This is an optimization exercise on Yosys and OpenROAD, whose aim is small area, not a production implementation. The RTL was checked by simulation tests, not by an equivalence proof against the original design. Power figures rest on the tool's default switching activity, not on a simulated workload.

$ cat flow/design.v
`timescale 1ns/1ps
`default_nettype none
module round_robin_arbiter
#(
    parameter int n_ports = 4
)
(
    input  logic               clock,
    input  logic               reset_n,
    input  logic [n_ports-1:0] req,
    output logic [n_ports-1:0] grant
);
    localparam int ptr_w = $clog2(n_ports);
    logic [ptr_w-1:0]     ptr;
    logic [ptr_w-1:0]     ptr_next;
    logic [2*n_ports-1:0] req_double;
    logic [n_ports-1:0]   req_rot;
    logic [n_ports-1:0]   grant_rot;
    logic [2*n_ports-1:0] grant_double;
    assign req_double   = {req, req} >> ptr;
    assign req_rot      = req_double[n_ports-1:0];
    assign grant_rot    = req_rot & ~(req_rot - 1'b1);
    assign grant_double = {grant_rot, grant_rot} << ptr;
    assign grant        = grant_double[2*n_ports-1:n_ports];
    always_comb
    begin
        ptr_next = ptr;
        for (int i = 0; i < n_ports; i++)
            if (grant[i])
                ptr_next = ptr_w'((i + 1) % n_ports);
    end
    always_ff @(posedge clock or negedge reset_n)
    begin
        if (!reset_n)
            ptr <= '0;
        else
            ptr <= ptr_next;
    end
endmodule
`default_nettype wire
`timescale 1ns/1ps
`default_nettype none
module switch_top
#(
    parameter  int dest_width = 2,
    parameter  int addr_width = 4,
    localparam int n_ports    = 1 << dest_width,
    localparam int pkt_bytes  = 8,
    localparam int pkt_w      = pkt_bytes * 8
)
(
    input  logic                          clock,
    input  logic                          reset_n,
    input  logic [n_ports-1:0]            dest_valid,
    input  logic [n_ports*dest_width-1:0] dest,
    input  logic [n_ports-1:0]            byte_valid,
    input  logic [n_ports*8-1:0]          byte_data,
    input  logic [n_ports-1:0]            pkt_ready,
    output logic [n_ports-1:0]            pkt_valid,
    output logic [n_ports*pkt_w-1:0]      pkt,
    output logic                          stop_sending_packets,
    output logic                          memory_is_full
);
    localparam int n_slots = 15;
    localparam int sw      = 4;       
    localparam int cnt_w   = addr_width + 1;
    localparam int lane_w  = $clog2(pkt_bytes);
    logic [n_slots-1:0]  busy;
    logic [n_slots-1:0]  rel_oh;          
    logic [n_slots-1:0]  avail [0:n_ports];
    logic [n_slots-1:0]  alloc_oh [0:n_ports-1];
    logic [sw-1:0]       alloc_bin [0:n_ports-1];
    logic [n_slots-1:0]  wsel [0:n_ports-1];   
    logic [n_slots-1:0]  take;
    logic [lane_w-1:0]     lane      [0:n_ports-1];
    logic [sw-1:0]         cur_slot  [0:n_ports-1];
    logic [dest_width-1:0] cur_dest  [0:n_ports-1];
    logic [sw-1:0]         pend_slot [0:n_ports-1];
    logic [dest_width-1:0] pend_dest [0:n_ports-1];
    logic [n_ports-1:0]    pend;
    logic [n_ports-1:0]    start;
    logic [n_ports-1:0]    done;
    logic [n_ports-1:0]    in_req;
    logic [n_ports-1:0]    in_grant;
    always_comb
    begin
        avail[0] = ~busy | rel_oh;
        take     = '0;
        for (int i = 0; i < n_ports; i++)
        begin
            start[i]     = byte_valid[i] && (lane[i] == '0);
            done[i]      = byte_valid[i] && (lane[i] == lane_w'(pkt_bytes - 1));
            alloc_oh[i]  = avail[i] & ~(avail[i] - 1'b1);
            alloc_bin[i] = '0;
            for (int s = 0; s < n_slots; s++)
                if (alloc_oh[i][s])
                    alloc_bin[i] = alloc_bin[i] | sw'(s);
            avail[i+1]   = start[i] ? (avail[i] & ~alloc_oh[i]) : avail[i];
            for (int s = 0; s < n_slots; s++)
                wsel[i][s] = byte_valid[i] && (start[i] ? alloc_oh[i][s] : (cur_slot[i] == sw'(s)));
            if (start[i])
                take = take | alloc_oh[i];
        end
    end
    for (genvar i = 0; i < n_ports; i++)
    begin : g_in
        always_ff @(posedge clock or negedge reset_n)
        begin
            if (!reset_n)
            begin
                lane[i] <= '0;
                pend[i] <= 1'b0;
            end
            else
            begin
                if (byte_valid[i])
                    lane[i] <= lane[i] + 1'b1;
                if (done[i])
                    pend[i] <= 1'b1;
                else if (in_grant[i])
                    pend[i] <= 1'b0;
            end
        end
        always_ff @(posedge clock)
        begin
            if (dest_valid[i])
                cur_dest[i] <= dest[i*dest_width +: dest_width];
            if (start[i])
                cur_slot[i] <= alloc_bin[i];
            if (done[i])
            begin
                pend_slot[i] <= cur_slot[i];
                pend_dest[i] <= cur_dest[i];
            end
        end
    end
    logic [pkt_w-1:0] slot [0:n_slots-1];
    for (genvar s = 0; s < n_slots; s++)
    begin : g_slot
        logic       we;
        logic [7:0] din;
        always_comb
        begin
            we  = 1'b0;
            din = '0;
            for (int i = 0; i < n_ports; i++)
            begin
                we  = we | wsel[i][s];
                din = din | ({8{wsel[i][s]}} & byte_data[i*8 +: 8]);
            end
        end
        always_ff @(posedge clock)
        begin
            if (we)
                slot[s] <= {din, slot[s][pkt_w-1:8]};
        end
    end
    logic                  full;
    logic                  enq_valid;
    logic [sw-1:0]         enq_slot;
    logic [dest_width-1:0] enq_dest;
    assign in_req = pend & {n_ports{!full}};
    round_robin_arbiter #(.n_ports(n_ports)) in_arb_i (
        .clock   (clock),
        .reset_n (reset_n),
        .req     (in_req),
        .grant   (in_grant)
    );
    assign enq_valid = |in_grant;
    always_comb
    begin
        enq_slot = '0;
        enq_dest = '0;
        for (int i = 0; i < n_ports; i++)
            if (in_grant[i])
            begin
                enq_slot = enq_slot | pend_slot[i];
                enq_dest = enq_dest | pend_dest[i];
            end
    end
    logic [sw-1:0]      head [0:n_ports-1];
    logic [sw-1:0]      tail [0:n_ports-1];
    logic [n_ports-1:0] nonempty;
    logic [sw-1:0]      nxt [0:n_slots-1];
    logic [n_ports-1:0] enq_sel;
    logic [n_ports-1:0] last;
    logic [n_ports-1:0] deq_grant;
    logic [n_ports-1:0] grant_q;
    logic               deq_any;
    logic [sw-1:0]      deq_head;
    logic [sw-1:0]      deq_next;
    logic [sw-1:0]      link_addr;
    logic               link_en;
    logic [sw-1:0]      out_slot;
    logic [cnt_w-1:0]   free_count;
    always_comb
    begin
        deq_head  = '0;
        link_addr = '0;
        for (int p = 0; p < n_ports; p++)
        begin
            enq_sel[p] = enq_valid && (enq_dest == dest_width'(p));
            last[p]    = (head[p] == tail[p]);
            if (deq_grant[p])
                deq_head = deq_head | head[p];
            if (enq_dest == dest_width'(p))
                link_addr = tail[p];
        end
        deq_any  = |deq_grant;
        deq_next = nxt[deq_head];
        link_en  = enq_valid && nonempty[enq_dest];
    end
    always_ff @(posedge clock or negedge reset_n)
    begin
        if (!reset_n)
            nonempty <= '0;
        else
            nonempty <= enq_sel | (nonempty & ~(deq_grant & last));
    end
    always_ff @(posedge clock)
    begin
        for (int p = 0; p < n_ports; p++)
        begin
            if (enq_sel[p])
                tail[p] <= enq_slot;
            if (enq_sel[p] && !nonempty[p])
                head[p] <= enq_slot;
            else if (deq_grant[p])
                head[p] <= (enq_sel[p] && last[p]) ? enq_slot : deq_next;
        end
        for (int s = 0; s < n_slots; s++)
            if (link_en && link_addr == sw'(s))
                nxt[s] <= enq_slot;
        if (deq_any)
            out_slot <= deq_head;
    end
    always_ff @(posedge clock or negedge reset_n)
    begin
        if (!reset_n)
        begin
            free_count <= cnt_w'(1 << addr_width);
            busy       <= '0;
        end
        else
        begin
            free_count <= free_count + cnt_w'(deq_any) - cnt_w'(enq_valid);
            busy       <= (busy & ~rel_oh) | take;
        end
    end
    assign full                 = (free_count == '0);
    assign memory_is_full       = full;
    assign stop_sending_packets = (free_count <= cnt_w'(2 * n_ports));
    logic [n_ports-1:0] out_req;
    logic [n_slots-1:0] out_oh;
    logic [pkt_w-1:0]   out_pkt;
    assign out_req = nonempty & pkt_ready & ~grant_q;
    round_robin_arbiter #(.n_ports(n_ports)) out_arb_i (
        .clock   (clock),
        .reset_n (reset_n),
        .req     (out_req),
        .grant   (deq_grant)
    );
    always_ff @(posedge clock or negedge reset_n)
    begin
        if (!reset_n)
            grant_q <= '0;
        else
            grant_q <= deq_grant;
    end
    assign pkt_valid = grant_q;
    always_comb
    begin
        out_pkt = '0;
        for (int s = 0; s < n_slots; s++)
        begin
            out_oh[s] = (out_slot == sw'(s));
            out_pkt   = out_pkt | ({pkt_w{out_oh[s]}} & slot[s]);
        end
        rel_oh = out_oh & {n_slots{|grant_q}};
    end
    for (genvar p = 0; p < n_ports; p++)
    begin : g_out
        assign pkt[p*pkt_w +: pkt_w] = out_pkt;
    end
endmodule
`default_nettype wire
$ cat flow/run.sh
#!/bin/bash
# synth_recipe.tcl (not shown) runs the flow's synth.tcl, then flattens the netlist and writes it again
# the make line also repeats each setting of config.mk as NAME=value (left out here)
make -C /OpenROAD-flow-scripts/flow DESIGN_CONFIG=/design/flow/config.mk WORK_HOME=/design/flow/orfs CLKGATE_MAP_FILE= SYNTH_SCRIPT=/design/flow/synth_recipe.tcl finish
$ cat flow/config.mk
export PLATFORM = sky130hd
export DESIGN_NAME = switch_top
export DESIGN_NICKNAME = switch_top
export VERILOG_FILES = /design/flow/design.v
export SDC_FILE = /design/flow/constraint.sdc
export NUM_CORES = 4
export LEC_CHECK = 0
export CAP_MARGIN = 20
export CORE_MARGIN = 2
export CORE_UTILIZATION = 40
export SLEW_MARGIN = 20
$ cat flow/constraint.sdc
create_clock -name core_clock -period 8.0 [get_ports {clock}]
set_input_delay 1.6000 -clock core_clock [delete_from_list [all_inputs] [get_ports {clock}]]
set_output_delay 1.6000 -clock core_clock [all_outputs]
set_load 0.01 [all_outputs]
==> results.ini, run 1 <==
[flow_run]
maxCapViolations = 0

[setup_path]
path_max_fanout = 48
cp_data_arrival_time_ns = 4.78
start_kind = register
cpLargestDelayFamily = buffers and inverters
cp_num_buf_inv = 3
crit_type = reg -> out
end_kind = primary output
worstPathCellList = nor4b_2 > buf_4 > buf_4 > a222oi_1 > and3_1 > nand4_1 > clkdlybuf4s50_1
cp_common_cell = buf_4
max_stage_delay_ns = 0.92
worstPathRequired_ns = 6.40
worst_path_max_delay_cell = edfxtp_1

[clocking]
post_cts_buffers = 0
clk_latency_ns = 0.76
cts_inserted_buffers = 115
htreeDepth = 3
cts_tree = done
cts_root_buf = clkbuf_16
cts_max_path_buffers = 3
cts.sinks = 1152
clkSlewWorstSetupHoldPaths_ns = 0.06
ctsResizeCount = 0
hold_buffers = 0

[logic_synthesis]
synthAdderAreaFrac = 0.00621
synth_area_per_cell_um2 = 14.2
synth_top_family_by_area = compound AO/OA/AOI/OAI gates
synth-edff-count = 1104
synthXorXnorAreaFrac = 0.00508
synth.distinct_cells = 96
synth-main-ff-cell = edfxtp_1
ys_seq_area_frac = 0.688
syn_area_um2 = 50000
synth_fp_nets = 3602
synth-seq-cells = 1152
synth_compound_area_frac = 0.162
syn_inst = 3527
ys_warn_count = 15
synthArstFlopShare = 0.0417
synth.area.top_cells = edfxtp_1 (66%), a22oi_1 (4.0%), a222oi_1 (3.1%), buf_4 (2.9%), dfrtp_1 (2.4%)
synthMuxAreaShare = 0.00776
yosysTopAreaCellShare = 0.663
synth-simple-area-share = 0.0784
yosysTopAreaCell = edfxtp_1

[cells_and_area]
drive_above_1_share = 0.105
syn2layout_area_growth_pct = 16.4
mostFrequentLayoutCells = edfxtp_1 (1104), clkdlybuf4s50_1 (314), a22oi_1 (263)
final_common_cell = edfxtp_1
filler_cell_count = 10800
layout.nets = 3746

[route]
ant_nets = 0
drt-pass1-iter-count = 13
routed_via_density = 6.40
drtIter0Drc = 6097
wl_per_cell_um = 30.8
wl_um = 166000
drcViolationCount = 0
vias = 34600

[grt]
grt_antenna_before_repair = 12
grt_pass1_wl_um = 239000
grt_pass1_vias = 33300
track_usage = 0.257
grt.overflow.total = 0
grt_max_degree = 65

[timing]
timing.final.ws_setup_ns = 1.62
hold_viol_final = 0
setup_violations = 0
timing.fmax_mhz = 157
slew_headroom = 0.242
fin_crit_ns = 6.38
post-route-period-util = 0.797
finClkSkew_ns = 0.0672
fin_tns_setup_ns = 0
slew_violations = 0
rsz0062_at_grt = false
worst_pin_slew_ns = 1.14

[hold_path]
hp-class = reg -> reg

[place]
dpl.hpwl_um = 106000
gp_congestion = 0.953
io_buffer_count = 315
pre_cts_ws_ns = 1.09

[power]
combinationalPowerShare = 0.440
p_leak_nw = 19.3
p_switching_w = 0.00992
seqPwrFrac = 0.357
p_per_area_nw_per_um2 = 455
p_int_w = 0.0165
switching_share = 0.375
p_clk_frac = 0.203
ir_worst_vdd_mv = 0.337

[floorplanning]
die_x_um = 357
rows = 129
start_util = 0.404
die_y_um = 357
ioPinCount = 316
die_area_um2 = 128000
coreArea_um2 = 124000

[run_status]
status = timing/DRC/antenna clean

==> worst paths after layout <==
check                              from  slack [ns]  depth (start not counted)            end
max in group asynchronous       reset_n        6.54                          2     lane[2][1]
hold / removal             slot[14][37]        0.38                          0   slot[14][29]
min in group asynchronous       reset_n        1.00                          2  free_count[3]
setup / recovery            out_slot[0]        1.62                          7       pkt[186]
hold reg to reg            slot[14][37]        0.38                          0   slot[14][29]
setup reg to reg             grant_q[2]        1.86                         12   slot[14][24]
==> worst register-to-register path, stage by stage (launching register included) <==
cell and delay, ns:
dfrtp_1 0.44, or4_1 1.01, a21boi_0 0.88, a311oi_1 0.34
a211oi_2 0.63, o21ai_1 0.20, a211oi_2 0.29, buf_4 0.20
nand3_1 0.17, a211oi_4 0.50, o211ai_2 0.37, nand3b_1 0.26
buf_12 0.42
==> per-layer routing <==
metal	part of all wire	vias up	global-route usage
met3	0.11	360	0.0606
met1	0.41	17300	0.369
met2	0.43	2444	0.374
li1	-	14500	-
met5	0.00056	-	0.00370
met4	0.040	14	0.102
==> registers in the layout, indices dropped and copies added (netlist names) <==
register,cells
grant_q,4
nonempty,4
pend_slot,16
free_count,5
out_arb_i.ptr,2
out_slot,4
nxt,60
tail,16
lane,12
slot,960
cur_dest,8
pend_dest,8
pend,4
cur_slot,16
busy,15
in_arb_i.ptr,2
head,16
==> cell families after synthesis <==
| logic type | Yosys count |
|---|---|
| multiplexers | 36 |
| adder cells (fa/ha/maj) | 25 |
| AO/OA/AOI/OAI | 1011 |
| flip-flops | 1152 |
| AND/OR/NAND/NOR | 764 |
| XOR/XNOR | 29 |
| buffers and inverters | 510 |
==> area by class of cell <==
cell class / count / area, um2 / share of cell area
Clock buffer: 137 / 2990 / 0.0515
Tap cell: 1637 / 2050 / 0.0352
Inverter: 81 / 304 / 0.00523
Antenna cell: 6 / 15.0 / 0.000258
Timing Repair Buffer: 456 / 4480 / 0.0770
Clock inverter: 74 / 786 / 0.0135
Multi-Input combinational cell: 1865 / 13200 / 0.226
Sequential cell: 1152 / 34400 / 0.591
==> synth_stat cells (63+ instances only) <==
library cell / n
a21oi_1: 63
a221oi_1: 74
a222oi_1: 156
a22o_1: 99
a22oi_1: 263
and3_1: 71
buf_4: 193
clkbuf_1: 177
edfxtp_1: 1104
inv_1: 79
nand2_1: 244
nand3_1: 80
nand4_1: 87
nor2_1: 102
o21ai_0: 80
==> power by group through the flow <==
stage | sequential [W] | clock, W | combinational (W)
3_3_place_gp | 0.00951 | 0 | 0.0115
5_1_grt | 0.00957 | 0.00568 | 0.0124
3_5_place_dp | 0.00954 | 0 | 0.0116
6_report | 0.00945 | 0.00538 | 0.0116
2_1_floorplan | 0.00921 | 0 | 0.00715
4_1_cts | 0.00942 | 0.00544 | 0.0117
==> per-stage QoR <==
| stage | instance area [um2] | cells | utilization | total power (W) | hold WS [ns] |
|---|---|---|---|---|---|
| after global placement | 54300 | 5189 | 0.439 | 0.0210 | 0.402 |
| after global routing | 58100 | 5406 | 0.470 | 0.0277 | 0.413 |
| final | 58100 | 5408 | 0.470 | 0.0265 | 0.385 |
| after CTS | 58100 | 5401 | 0.469 | 0.0265 | 0.383 |
| after detailed placement | 54300 | 5190 | 0.439 | 0.0212 | 0.405 |
| after floorplan | 50000 | 3527 | - | 0.0164 | 0.400 |
==> run 2, diff against run 1 <==
--- a/flow/design.v
+++ b/flow/design.v
@@ -231,8 +231,7 @@
         for (int s = 0; s < n_slots; s++)
             if (link_en && link_addr == sw'(s))
                 nxt[s] <= enq_slot;
-        if (deq_any)
-            out_slot <= deq_head;
+        out_slot <= deq_head;    
     end
     always_ff @(posedge clock or negedge reset_n)
     begin
==> flow/flow/run.sh (new file) <==
#!/bin/bash
# The standard layout, with the smallest buffer on each input and output port
# instead of the default port buffer.
set -euo pipefail
export BUFFER_PORTS_ARGS="-buffer_cell sky130_fd_sc_hd__buf_1"
bash standard.sh > standard.log 2>&1
==> flow/standard.sh (new file) <==
#!/bin/bash
# synth_recipe.tcl (not shown) runs the flow's synth.tcl, then flattens the netlist and writes it again
# the make line also repeats each setting of config.mk as NAME=value (left out here)
make -C /OpenROAD-flow-scripts/flow DESIGN_CONFIG=/design/flow/config.mk WORK_HOME=/design/flow/orfs CLKGATE_MAP_FILE= SYNTH_SCRIPT=/design/flow/synth_recipe.tcl "${@:-finish}"
==> flow/config.mk (replaced) <==
export PLATFORM = sky130hd
export DESIGN_NAME = switch_top
export DESIGN_NICKNAME = switch_top
export VERILOG_FILES = /design/flow/design.v
export SDC_FILE = /design/flow/constraint.sdc
export NUM_CORES = 4
export LEC_CHECK = 0
export CAP_MARGIN = 0
export CELL_PAD_IN_SITES_DETAIL_PLACEMENT = 1
export CELL_PAD_IN_SITES_GLOBAL_PLACEMENT = 1
export CORE_MARGIN = 2
export CORE_UTILIZATION = 45
export CTS_BUF_LIST = sky130_fd_sc_hd__clkbuf_4
export CTS_CLUSTER_DIAMETER = 40
export CTS_CLUSTER_SIZE = 9
export SLEW_MARGIN = 0
removed: flow/run.sh
==> results.ini, run 2 <==
[cells_and_area]
regArea_um2 = 34300
syn2layout_area_growth_pct = 8.43
top_register = slot
final_common_cell = edfxtp_1
fin_util = 0.491
multiInputGateArea_um2 = 13200
filler_cell_count = 11100
mostFrequentLayoutCells = edfxtp_1 (1100), buf_1 (314), a22oi_1 (263)
fin_cells = 5293
reg.largest.list = slot (960), nxt (60)
largest_register_ffs = 960
layout.nets = 3790
drive_above_1_share = 0.117

[floorplanning]
ioPinCount = 316
start_util = 0.452
coreArea_um2 = 110000
die_x_um = 337
die_y_um = 337
rows = 122
die_area_um2 = 114000

[clocking]
cts_max_path_buffers = 3
post_cts_buffers = 0
clkSlewWorstSetupHoldPaths_ns = 0.09
cts_inserted_buffers = 167
htreeDepth = 4
clk_latency_ns = 1.11
cts_tree = done
hold_buffers = 0
cts.sinks = 1152
cts_root_buf = clkbuf_4
ctsResizeCount = 0

[place]
io_buffer_count = 315
gp_congestion = 0.948
dpl.cell_count = 5034
dpl.hpwl_um = 119000

[setup_path]
start_kind = register
cp_num_buf_inv = 3
crit_type = reg -> out
timing.rr.start = grant_q[2]
crit_path_start = out_slot[2]
reg2reg_to = slot[14][59]
cpLargestDelayFamily = buffers and inverters
worstPathRequired_ns = 6.40
r2r.worst_path.cells = 12
crit_path_end = pkt[186]
path_max_fanout = 63
worstPathCellList = buf_4 > nor4b_2 > buf_4 > a222oi_1 > and3_1 > nand4_1 > buf_1
cp_common_cell = buf_4
worst_path_max_delay_cell = buf_4
r2r_slack_ns = 1.85
end_kind = primary output
path_depth = 7
cp_data_arrival_time_ns = 4.81
max_stage_delay_ns = 1.08

[route]
wl_um = 183000
drcViolationCount = 0
drtIter0Drc = 4714
ant_nets = 0
routed_via_density = 6.62
vias = 35100
wl_per_cell_um = 34.5
drt-pass1-iter-count = 13

[logic_synthesis]
synth-seq-cells = 1152
synth-edff-count = 1100
yosysTopAreaCellShare = 0.662
synth.distinct_cells = 97
syn_area_um2 = 49900
synth_area_per_cell_um2 = 14.2
synthArstFlopShare = 0.0417
synth-main-ff-cell = edfxtp_1
synth.area.top_cells = edfxtp_1 (66%), a22oi_1 (4.0%), a222oi_1 (3.1%), buf_4 (2.9%), dfrtp_1 (2.4%)
ys_warn_count = 15
syn_inst = 3527
yosysTopAreaCell = edfxtp_1
synth.most_common_cell = edfxtp_1
synthTopCellsByCount = edfxtp_1 (1100), a22oi_1 (263), nand2_1 (244), buf_4 (193), clkbuf_1 (177)
synth_fp_nets = 3602
ys_seq_area_frac = 0.687

[timing]
fin_tns_setup_ns = 0
hold_viol_final = 0
setup_violations = 0
fin_crit_ns = 6.41
finClkSkew_ns = 0.0580
post-route-period-util = 0.801
worst_pin_slew_ns = 1.32
timing.fmax_mhz = 156
holdWs_ns = 0.415
slew_violations = 0
rsz0062_at_grt = false
slew_headroom = 0.117

[grt]
busiest_layer = met2
met1_usage = 0.432
grt_pass1_vias = 35700
grt_max_degree = 65
track_usage = 0.318
grt_pass1_wl_um = 259000
grt_antenna_before_repair = 25
use_met3 = 0.0650
use_met2 = 0.495
grt.overflow.total = 0

[power]
p_per_area_nw_per_um2 = 416
ir_worst_vdd_mv = 0.396
p_leak_nw = 17.6
finalPower_w = 0.0225

[flow_run]
maxCapViolations = 0

[run_status]
status = timing/DRC/antenna clean

[hold_path]
hp-class = reg -> reg

run 2: cell types whose count changed in the layout (fill, tap and decap cells not counted), sizes merged, moves of 7 or more:
cell           change
buf              +305
clkbuf            +47
clkdlybuf4s50    -314
clkinv            -23
clkinvlp           +7
diode              +8
run 2: worst register-to-register path: stages, from the launching register on:
cell and delay (ns):
dfrtp_1 0.45, or4_1 0.54, buf_4 0.25, a21boi_0 0.77, a311oi_1 0.33, a21oi_2 0.48
a21oi_1 0.12, o21ai_0 0.29, nand4_1 0.54, a211oi_4 0.63, o211ai_2 0.35, nand3b_1 0.72
buf_4 0.35
run 2: kinds of logic (layout without fill, tap and decap cells):
logic type | after synthesis | count (layout) | synth area share
AOI/OAI and AO/OA | 1011 | 1011 | 0.162
buffers and inverters | 510 | 774 | 0.0533
adders and majority gates | 25 | 25 | 0.00622
DFF | 1152 | 1152 | 0.687
xor gates and xnor gates | 29 | 29 | 0.00509
other | 0 | 14 | 0
and+or+nand+nor | 764 | 764 | 0.0784
muxes | 36 | 36 | 0.00777
run 2: worst min path at each step:
| stage | cells past startpoint | from | slack [ns] | to |
|---|---|---|---|---|
| 3_3_place_gp | 0 | cur_dest[0][1] | 0.42 | pend_dest[0][1] |
| 5_1_grt | 0 | slot[7][36] | 0.41 | slot[7][28] |
| 6_report | 0 | slot[9][43] | 0.41 | slot[9][35] |
| 2_1_floorplan | 0 | cur_dest[0][0] | 0.40 | pend_dest[0][0] |
| 4_1_cts | 0 | slot[3][35] | 0.39 | slot[3][27] |
| 3_5_place_dp | 0 | cur_dest[0][0] | 0.41 | pend_dest[0][0] |
run 2: power by group:
| group | internal [W] | switching [W] | total [W] |
|---|---|---|---|
| clock network | 0.00147 | 0.00209 | 0.00355 |
| logic | 0.00274 | 0.00675 | 0.00949 |
| registers | 0.00859 | 0.000865 | 0.00946 |
run 2: layout make-up:
class                      count  area share
timing repair buffer         448      0.0454
sequential                  1152       0.634
clock inverter                62      0.0115
inverter                      81     0.00562
clock buffer                 183      0.0254
tap                         1488      0.0344
antenna                       14    0.000647
multi-input combinational   1865       0.243
run 2: per-layer routing:
layer	up-vias	wire [um]	share of wire
li1	14600	-	-
met1	17900	75400	0.41
met2	2062	83800	0.46
met3	418	15600	0.086
met4	28	7490	0.041
met5	-	198	0.0011
run 2: per-stage QoR:
step / setup WS (ns) / instance area, um2
finish: 1.59 / 54100
global route: 1.36 / 54100
CTS: 1.50 / 54100
detailed placement: 1.11 / 52100
global placement: 1.18 / 52100
floorplan: 1.29 / 49900
==> run 3, diff against run 2 <==
--- a/flow/design.v
+++ b/flow/design.v
@@ -231,7 +231,13 @@
         for (int s = 0; s < n_slots; s++)
             if (link_en && link_addr == sw'(s))
                 nxt[s] <= enq_slot;
-        out_slot <= deq_head;    
+    end
+    always_ff @(posedge clock or negedge reset_n)
+    begin
+        if (!reset_n)
+            out_slot <= '0;
+        else
+            out_slot <= deq_head;
     end
     always_ff @(posedge clock or negedge reset_n)
     begin
==> flow/flow/run.sh (replaced) <==
#!/bin/bash
# The standard layout, with two changes:
# - the smallest buffer on each input and output port instead of the default
#   port buffer;
# - clock tree synthesis without dummy load cells (the clock tree settings are
#   the ones in config.mk).
set -euo pipefail
export BUFFER_PORTS_ARGS="-buffer_cell sky130_fd_sc_hd__buf_1"
export CTS_ARGS="-sink_clustering_enable -repair_clock_nets -sink_clustering_size 9 -sink_clustering_max_diameter 40 -buf_list sky130_fd_sc_hd__clkbuf_4 -dont_use_dummy_load"
bash standard.sh > standard.log 2>&1
==> results.ini, run 3 <==
[run_status]
status = timing/DRC/antenna clean

[logic_synthesis]
synth-edff-count = 1100
syn_inst = 3509
synthTopCellsByCount = edfxtp_1 (1100), nand2_1 (288), a22oi_1 (269), buf_4 (193), clkbuf_1 (181)
synth_area_per_cell_um2 = 14.2
synth_fp_nets = 3584
ys_seq_area_frac = 0.688
synth.most_common_cell = edfxtp_1
synth.distinct_cells = 108
yosysTopAreaCellShare = 0.662
yosysTopAreaCell = edfxtp_1
synth-seq-cells = 1152
synth-main-ff-cell = edfxtp_1
synth.area.top_cells = edfxtp_1 (66%), a22oi_1 (4.0%), a222oi_1 (3.5%), buf_4 (2.9%), dfrtp_1 (2.6%)
ys_warn_count = 15
synthArstFlopShare = 0.0451
syn_area_um2 = 49900

[grt]
grt_pass1_vias = 35600
grt_antenna_before_repair = 22
track_usage = 0.320
grt_max_degree = 65
grt_pass1_wl_um = 260000
grt.overflow.total = 0

[cells_and_area]
mostFrequentLayoutCells = edfxtp_1 (1100), buf_1 (314), nand2_1 (286)
fin_util = 0.484
reg.largest.list = slot (960), nxt (60)
drive_above_1_share = 0.113
top_register = slot
final_common_cell = edfxtp_1
syn2layout_area_growth_pct = 6.95
largest_register_ffs = 960
layout.nets = 3780

[setup_path]
cp_data_arrival_time_ns = 5.14
worst_path_max_delay_cell = nor3_2
max_stage_delay_ns = 0.97
crit_type = reg -> out
timing.rr.start = out_slot[3]
worstPathCellList = buf_4 > inv_1 > nor3_2 > buf_4 > a22oi_1 > and3_1 > nand4_1 > buf_1
crit_path_end = pkt[254]
r2r.worst_path.cells = 12
reg2reg_to = slot[14][56]
worstPathRequired_ns = 6.40
cp_num_buf_inv = 4
crit_path_start = out_slot[3]
r2r_slack_ns = 2.01
cp_common_cell = buf_4
end_kind = primary output
cpLargestDelayFamily = simple AND/OR/NAND/NOR gates
start_kind = register
path_max_fanout = 33
path_depth = 8

[clocking]
cts_max_path_buffers = 3
post_cts_buffers = 0
cts_root_buf = clkbuf_4
cts_inserted_buffers = 173
clkSlewWorstSetupHoldPaths_ns = 0.10
htreeDepth = 4
cts_tree = done
hold_buffers = 0
clk_latency_ns = 1.17
cts.sinks = 1152
ctsResizeCount = 0

[route]
dr_wl_met2_um = 84600
drcViolationCount = 0
drt-pass1-iter-count = 10
vias = 35100
drtIter0Drc = 5107
wl_per_cell_um = 35.4
met1_length_um = 73800
ant_nets = 0
wl_um = 184000
routed_via_density = 6.74
dr_wl_met3_um = 17600
top_layer = met5

[power]
p_per_area_nw_per_um2 = 412
ir_worst_vdd_mv = 0.205
finalPower_w = 0.0220
p_leak_nw = 17.1

[timing]
slew_headroom = 0.189
holdWs_ns = 0.412
hold_viol_final = 0
rsz0062_at_grt = false
slew_violations = 0
timing.fmax_mhz = 148
fin_tns_setup_ns = 0
fin_crit_ns = 6.74
post-route-period-util = 0.843
finClkSkew_ns = 0.100
timing.final.ws_setup_ns = 1.26
setup_violations = 0
worst_pin_slew_ns = 1.19

[place]
dpl.hpwl_um = 119000
gp_congestion = 0.946
pre_cts_ws_ns = 1.36
io_buffer_count = 315

[hold_path]
hp-class = reg -> reg

[floorplanning]
ioPinCount = 316
rows = 122
start_util = 0.452
die_x_um = 337
die_area_um2 = 114000
coreArea_um2 = 110000
die_y_um = 337

[flow_run]
maxCapViolations = 0

run 3: cell types whose count changed in the layout (fill, tap and decap cells not counted), moves of 11 or more:
cell       before  now
bufinv_16      11    0
a222oi_1      156  176
clkinv_2       11    0
nand3_1        80   51
buf_4         111  124
clkinv_1       18    1
a221o_1        44   24
a22o_1         99   81
nand2_1       243  286
run 3: cell families (layout without fill, tap and decap cells):
family	Yosys count	in the layout	share of synthesized area
AOI/OAI and AO/OA	992	992	0.161
buffers and inverters	506	700	0.0530
and+or+nand+nor	763	763	0.0780
adders and majority gates	24	24	0.00607
other	0	12	0
DFF	1152	1152	0.688
xor gates and xnor gates	31	31	0.00544
muxes	41	41	0.00885
run 3: worst min-delay path by stage:
stage	from	end	slack (ns)	cells past startpoint
detailed placement	cur_dest[0][0]	pend_dest[0][0]	0.41	0
global route	slot[1][51]	slot[1][43]	0.41	0
floorplan	cur_dest[0][0]	pend_dest[0][0]	0.40	0
finish	slot[12][59]	slot[12][51]	0.41	0
CTS	slot[1][51]	slot[1][43]	0.40	0
global placement	cur_dest[2][0]	pend_dest[2][0]	0.41	0
run 3: through the flow:
stage          instances  cell area [um2]
6_report            5203            53400
5_1_grt             5202            53400
4_1_cts             5191            53400
3_5_place_dp        5018            52100
3_3_place_gp        5018            52100
2_1_floorplan       3509            49900
run 3: layer usage:
layer	vias to the layer above	global-route usage
met2	2254	0.503
met1	17800	0.428
met5	-	0
met3	471	0.0721
li1	14500	-
met4	28	0.140
run 3: layout make-up:
cell class	instances	area, um2
antenna	12	30.0
multi-input combinational	1851	13100
inverter	71	267
fill	11100	57000
clock buffer	173	1300
sequential	1152	34300
timing repair buffer	456	2450
tap	1488	1860
run 3: where the power goes:
part	internal, W	leakage [nW]	switching, W
Combinational	0.00276	5.58	0.00682
Clock	0.000986	0.796	0.00192
Sequential	0.00862	10.8	0.000898
==> run 4, diff against run 3 <==
--- a/flow/design.v
+++ b/flow/design.v
@@ -192,7 +192,7 @@
     logic [sw-1:0]      link_addr;
     logic               link_en;
     logic [sw-1:0]      out_slot;
-    logic [cnt_w-1:0]   free_count;
+    logic [cnt_w-1:0]   used_count;      
     always_comb
     begin
         deq_head  = '0;
@@ -243,18 +243,18 @@
     begin
         if (!reset_n)
         begin
-            free_count <= cnt_w'(1 << addr_width);
+            used_count <= '0;
             busy       <= '0;
         end
         else
         begin
-            free_count <= free_count + cnt_w'(deq_any) - cnt_w'(enq_valid);
+            used_count <= used_count + cnt_w'(enq_valid) - cnt_w'(deq_any);
             busy       <= (busy & ~rel_oh) | take;
         end
     end
-    assign full                 = (free_count == '0);
+    assign full                 = used_count[addr_width];
     assign memory_is_full       = full;
-    assign stop_sending_packets = (free_count <= cnt_w'(2 * n_ports));
+    assign stop_sending_packets = used_count[addr_width] | used_count[addr_width-1];
     logic [n_ports-1:0] out_req;
     logic [n_slots-1:0] out_oh;
     logic [pkt_w-1:0]   out_pkt;
==> results.ini, run 4 <==
[setup_path]
crit_type = reg -> out
worstPathCellList = nor4bb_4 > buf_4 > a22o_1 > a221oi_1 > and3_1 > nand4_1 > buf_1
cpLargestDelayFamily = simple AND/OR/NAND/NOR gates
r2r_slack_ns = 1.83
cp_num_buf_inv = 2
worstPathRequired_ns = 6.40
path_max_fanout = 56
path_depth = 7
timing.rr.start = out_slot[1]
start_kind = register
max_stage_delay_ns = 1.05
r2r.worst_path.cells = 11
worst_path_max_delay_cell = nor4bb_4
end_kind = primary output
cp_data_arrival_time_ns = 5.19
reg2reg_to = slot[13][61]

[route]
vias = 34900
ant_nets = 0
drtIter0Drc = 5455
wl_per_cell_um = 35.3
routed_via_density = 6.73
drcViolationCount = 0
drt-pass1-iter-count = 12
wl_um = 183000

[timing]
timing.fmax_mhz = 147
post-route-period-util = 0.849
hold_viol_final = 0
setup_violations = 0
slew_headroom = 0.217
fin_tns_setup_ns = 0
rsz0062_at_grt = false
slew_violations = 0
fin_crit_ns = 6.79
worst_pin_slew_ns = 1.17
finClkSkew_ns = 0.135

[grt]
grt_max_degree = 65
grt_pass1_wl_um = 260000
grt_pass1_vias = 35300
grt_antenna_before_repair = 21
track_usage = 0.319
grt.overflow.total = 0

[clocking]
hold_buffers = 0
clkSlewWorstSetupHoldPaths_ns = 0.08
clk_latency_ns = 1.13
htreeDepth = 4
cts_tree = done
post_cts_buffers = 0
ctsResizeCount = 0
cts_inserted_buffers = 170
cts.sinks = 1152
cts_max_path_buffers = 3
cts_root_buf = clkbuf_4

[logic_synthesis]
synth.distinct_cells = 104
synth-seq-cells = 1152
synthArstFlopShare = 0.0451
ys_seq_area_frac = 0.689
yosysTopAreaCellShare = 0.662
synth.most_common_cell = edfxtp_1
synthTopCellsByCount = edfxtp_1 (1100), a22oi_1 (274), nand2_1 (274), buf_4 (193), a222oi_1 (177)
synth-main-ff-cell = edfxtp_1
synth-edff-count = 1100
yosysTopAreaCell = edfxtp_1
synth_area_per_cell_um2 = 14.2
synth.area.top_cells = edfxtp_1 (66%), a22oi_1 (4.1%), a222oi_1 (3.6%), buf_4 (2.9%), dfrtp_1 (2.6%)
syn_area_um2 = 49900
ys_warn_count = 15
syn_inst = 3512
synth_fp_nets = 3585

[floorplanning]
rows = 122
die_x_um = 337
die_y_um = 337
coreArea_um2 = 110000
start_util = 0.452
ioPinCount = 316
die_area_um2 = 113000

[cells_and_area]
regArea_um2 = 34300
top_register = slot
reg.largest.list = slot (960), nxt (60)
largest_register_ffs = 960
drive_above_1_share = 0.0987
mostFrequentLayoutCells = edfxtp_1 (1100), buf_1 (314), a22oi_1 (274)
layout.nets = 3762
filler_cell_count = 11100
final_common_cell = edfxtp_1
syn2layout_area_growth_pct = 6.46
multiInputGateArea_um2 = 13100

[power]
finalPower_w = 0.0224
ir_worst_vdd_mv = 0.214
p_per_area_nw_per_um2 = 422
p_leak_nw = 17.3

[flow_run]
maxCapViolations = 0

[hold_path]
hp-class = in -> async

[place]
io_buffer_count = 315
gp_congestion = 0.971
dpl.hpwl_um = 120000

[run_status]
status = timing/DRC/antenna clean

## run 4: cell count changes in the layout (fill, tap and decap cells not counted), sizes merged, moves of 7 or more
cell	before	now
and2	21	28
mux2	15	6
inv	70	83
and3	68	75
nor2b	15	25
nor2	89	101
buf	455	428
nand3	52	45
nand4	91	82
a21oi	61	50
a221oi	71	82
nand2	288	274
## run 4: per-stage QoR
step / hold slack [ns] / utilization / instance area, um2 / std cells / setup slack [ns]
finish: 0.308 / 0.481 / 53100 / 5188 / 1.21
global route: 0.228 / 0.481 / 53100 / 5180 / 1.07
CTS: 0.185 / 0.481 / 53100 / 5175 / 1.17
detailed placement: 0.406 / 0.469 / 51800 / 5005 / 1.23
global placement: 0.408 / 0.469 / 51800 / 5005 / 1.28
floorplan: 0.400 / - / 49900 / 3512 / 1.70
## run 4: layout make-up
type	count	share of cell area
Antenna cell	13	0.000613
Clock buffer	170	0.0240
Inverter	86	0.00608
Multi-Input combinational cell	1850	0.246
Sequential cell	1152	0.647
Tap cell	1488	0.0351
Timing Repair Buffer	429	0.0412
## run 4: logic make-up after synthesis
kind of cell	after synthesis	share of synthesized area
flops	1152	0.689
compound gates	987	0.159
simple gates	774	0.0797
buf+inv	510	0.0538
mux	35	0.00768
xor+xnor	31	0.00545
fa+ha+maj	23	0.00572
## run 4: worst register-to-register path: stages, from the launching register on
cell and delay, ns:
dfrtp_1 0.93, nor4bb_4 1.06, a21boi_0 0.41, a41oi_2 0.59, o32a_1 0.43, o41a_4 0.31
nor2_4 0.05, and3_1 0.30, xnor2_1 0.24, and3_1 0.42, or3_4 0.72, buf_12 0.32
## run 4: worst max path at each step
stage | slack, ns | end | start
floorplan | 1.70 | slot[14][0] | byte_valid[0]
finish | 1.21 | pkt[185] | out_slot[1]
global placement | 1.28 | slot[13][59] | byte_valid[1]
global route | 1.07 | pkt[122] | out_slot[1]
CTS | 1.17 | pkt[185] | out_slot[1]
detailed placement | 1.23 | slot[13][59] | byte_valid[1]
## run 4: metal layers
metal,vias up,wire (um),track usage
met3,432,15400,0.0664
li1,14400,-,-
met1,18000,76000,0.436
met5,-,161,0
met2,2102,85000,0.505
met4,26,6500,0.116
## run 4: where the power goes
part	internal, W	total [W]	switching [W]
logic	0.00279	0.00982	0.00703
clock network	0.000971	0.00287	0.00190
registers	0.00873	0.00971	0.000974

[separate check: timing with driven ports]
No port has a modelled driver above. Below, the same layouts with a new extraction and two added sets of constraints.
Step 1 sets driving cells, clkbuf_16 on the clock port and buf_2 on the other inputs (assumed; they add their load-dependent delay and slew).
Step 2, shift: input delay + t, output delay - t, t = (earliest + latest rising clock arrival at the registers) / 2. This alone moves slack from input paths to output paths.
a / b / c = no drivers / after step 1 / after step 2; a / b = the first two.
run	t, ns	setup WS [ns]	pins driven straight from the clock port
run 1	0.793	1.623 / 1.550 / 1.050	1
run 2	1.153	1.589 / 1.518 / 0.940	1
run 3	1.177	1.256 / 1.191 / 1.281	1
run 4	1.130	1.205 / 1.140 / 1.182	1
After both steps every run listed still meets setup and hold. For run 2, which loses most, drivers alone change the setup slack by -0.071 ns; drivers and shift together by -0.649 ns.
